Background: an optimization exercise with open tools, aiming at a short achievable clock period and few clock cycles. Do not read the settings as production practice.
Function was checked by simulation only, so behaviour that the tests miss may differ from the original.
Power is estimated from default activity; no workload was simulated.

==> job 1090 <==
## core_top
module core_top #(
  parameter logic [31:0] RESET_PC = '0
) (
  input  logic        CLK,
  input  logic        RST_N,
  input  logic [31:0] i_imem_data,
  output logic [31:0] o_imem_addr,
  input  logic [31:0] i_dmem_rdata,
  output logic [31:0] o_dmem_addr,
  output logic [31:0] o_dmem_wdata,
  output logic        o_dmem_we
);
clock: 8.0 ns
lec_check: 0
abc_clock_period_in_ps: 2500
cap_margin: 20
core_margin: 2
core_utilization: 30
setup_slack_margin: 5
slew_margin: 20
run.sh (not shown) runs the stock make flow with config.mk's settings and CLKGATE_MAP_FILE= SYNTH_SCRIPT=/design/flow/synth_recipe.tcl, a recipe that flattens the netlist after the stock synthesis.
==> inputs of job 8477, as changes to job 1090 <==
--- a/flow/design.v
+++ b/flow/design.v
@@ -65,16 +65,17 @@
   logic [31:0] pc4_e;
   logic [31:0] pc_e;
   logic [31:0] ir_e;
   logic        wr_m;
   logic [4:0]  rd_m;
   logic        ld_m;
   logic        sw_m;
   logic [31:0] res_m;
+  logic [31:0] resf;         
   logic [31:0] st_m;
   logic        rd_mr;        
   logic [31:0] rpc_m;        
   logic        jr_m;         
   logic [31:0] ja_m, jb_m;   
   logic [31:0] regs [1:31];
   logic [31:0] wb_val;
   assign wb_val = ld_m ? i_dmem_rdata : res_m;
@@ -181,37 +182,39 @@
   assign id_jump  = v_d && !hitok_d && (static_d || pt_d);
   assign id_pc    = static_d ? tgt_d : pc4_d;
   logic fa_d, fb_d;
   assign fa_d = fwd1 && !is_lui && !is_auipc;
   assign fb_d = fwd2 && (is_op | is_br);
   logic [31:0] a, b, s;
   logic [31:0] ldv;
   assign ldv = i_dmem_rdata;
-  assign a = fa_e ? wb_val : a_e;
-  assign b = fb_e ? wb_val : b_e;
-  assign s = fs_e ? wb_val : s_e;
+  logic [31:0] fv;
+  assign fv = ld_m ? ldv : resf;
+  assign a  = fa_e ? fv : a_e;
+  assign b  = fb_e ? fv : b_e;
+  assign s  = fs_e ? fv : s_e;
   logic [31:0] s00, s10, s01a, s01s, s11, sl0, sl1a, sl1s, sll2, sum;
   assign s00  = a_e + bx_e + {31'd0, sub_e};
-  assign s10  = res_m + bx_e + {31'd0, sub_e};
-  assign s01a = a_e + res_m;
-  assign s01s = a_e - res_m;
-  assign s11  = sub_e ? 32'd0 : {res_m[30:0], 1'b0};
+  assign s10  = resf + bx_e + {31'd0, sub_e};
+  assign s01a = a_e + resf;
+  assign s01s = a_e - resf;
+  assign s11  = sub_e ? 32'd0 : {resf[30:0], 1'b0};
   assign sl0  = ldv + bx_e + {31'd0, sub_e};
   assign sl1a = a_e + ldv;
   assign sl1s = a_e - ldv;
   assign sll2 = sub_e ? 32'd0 : {ldv[30:0], 1'b0};
   assign sum  = ({32{vs_e[0]}} & s00) | ({32{vs_e[1]}} & s10) |
                 ({32{vs_e[2]}} & (sub_e ? s01s : s01a)) | ({32{vs_e[3]}} & s11) |
                 ({32{vs_e[4]}} & sl0) | ({32{vs_e[5]}} & (sub_e ? sl1s : sl1a)) |
                 ({32{vs_e[6]}} & sll2);
   logic [2:0] c00, c10, c01, c11, cl0, cl1;
   assign c00 = {a_e == b_e, $signed(a_e) < $signed(b_e), a_e < b_e};
-  assign c10 = {res_m == b_e, $signed(res_m) < $signed(b_e), res_m < b_e};
-  assign c01 = {a_e == res_m, $signed(a_e) < $signed(res_m), a_e < res_m};
+  assign c10 = {resf == b_e, $signed(resf) < $signed(b_e), resf < b_e};
+  assign c01 = {a_e == resf, $signed(a_e) < $signed(resf), a_e < resf};
   assign c11 = 3'b100;
   assign cl0 = {ldv == b_e, $signed(ldv) < $signed(b_e), ldv < b_e};
   assign cl1 = {a_e == ldv, $signed(a_e) < $signed(ldv), a_e < ldv};
   function automatic logic cond_hit(input logic [5:0] c, input logic [2:0] f);
     cond_hit = (c[0] & f[2]) | (c[1] & ~f[2]) | (c[2] & f[1]) |
            (c[3] & ~f[1]) | (c[4] & f[0]) | (c[5] & ~f[0]);
   endfunction
   logic [2:0] cmp;
@@ -407,13 +410,14 @@
       rd_mr <= (jalr_e | mispredict) & !rd_mr;
       jr_m  <= jalr_e;
       rd_m  <= rd_e;
       res_m <= res_e;
       st_m  <= s;
     end
   end
   always_ff @(posedge CLK) begin
+    resf  <= res_e;
     rpc_m <= pred_e ? pc4_e : tgt_e;
     ja_m  <= a;
     jb_m  <= b_e;
   end
 endmodule
==> flow/config.mk (replaced) <==
export PLATFORM = sky130hd
export DESIGN_NAME = core_top
export DESIGN_NICKNAME = core_top
export VERILOG_FILES = /design/flow/design.v
export SDC_FILE = /design/flow/constraint.sdc
export NUM_CORES = 4
export LEC_CHECK = 0
export ABC_CLOCK_PERIOD_IN_PS = 2500
export CAP_MARGIN = 20
export CORE_MARGIN = 2
export CORE_UTILIZATION = 25
export SETUP_SLACK_MARGIN = 5
export SLEW_MARGIN = 20
==> results.yml <==
placed_design:
  dp_slack_ns: 1.73
  gp_congestion: 0.990
status:
  outcome: "finished clean"
logic_synthesis:
  yosys.area_share.xor_xnor: 0.0512
sta:
  worst_pin_slew_ns: 1.03
floorplanning:
  rows: 228
power:
  seqPwrFrac: 0.394
  pg_seq_mw: 13.6
final_layout:
  area_delta_synth_final_pct: 28.9
grt:
  grt_usage: 0.252
Source of the figures above: job 1090

==> results.yml <==
status:
  outcome: "finished clean"
final_layout:
  area_delta_synth_final_pct: 29.4
  clock_area_frac: 0.0513
  nNetsFinal: 11500
grt:
  first_global_vias: 90000
  grt_pass1_wl_um: 722000
  grt_usage: 0.211
clock_tree:
  hold_buffers: 0
placed_design:
  dp_slack_ns: 1.83
worst_setup_path:
  cp_top_family: "simple AND/OR/NAND/NOR gates"
power:
  vdd_ir_drop_max_uv: 205
  p_total_mw: 36.4
sta:
  worst_pin_slew_ns: 1.28
  hold_viol_final: 0
logic_synthesis:
  synth.most_common_cell: "nor2_1"
  yosys.area_share.xor_xnor: 0.0489
floorplanning:
  rows: 252
Source of the figures above: job 8477

Testbench counts of job 1090, summed over its fixed seeds: cycles 172,196.
Testbench counts of job 8477, summed over its fixed seeds: cycles 172,196.

-- port drivers added, routing unchanged --
Ports are ideal in the flow. The routed layouts listed here were re-timed in OpenROAD.
Step 1: set_driving_cell puts a clkbuf_16 on CLK and a buf_2 on each other input, an assumption about the parent block.
Step 2 times the ports against the registers' clock, not the clock port: input delays grow and output delays shrink by t, the midpoint of the rising clock arrivals with the driver on.
Slacks: no drivers / after step 1 / after step 2; pairs: no drivers / after step 1.
run	shift t [ns]	setup WS [ns]	slew at the worst register clock pin (ns)	cell pins on the clock port's net
job 1090	1.015	4.031 / 4.043 / 3.028	0.09 / 0.09	1
job 8477	1.032	4.116 / 4.086 / 3.054	0.08 / 0.08	1
After both steps setup and hold are still met in every run listed. The setup slack of job 8477, which loses most, moves by -0.030 ns with the drivers and by -1.062 ns with both steps.
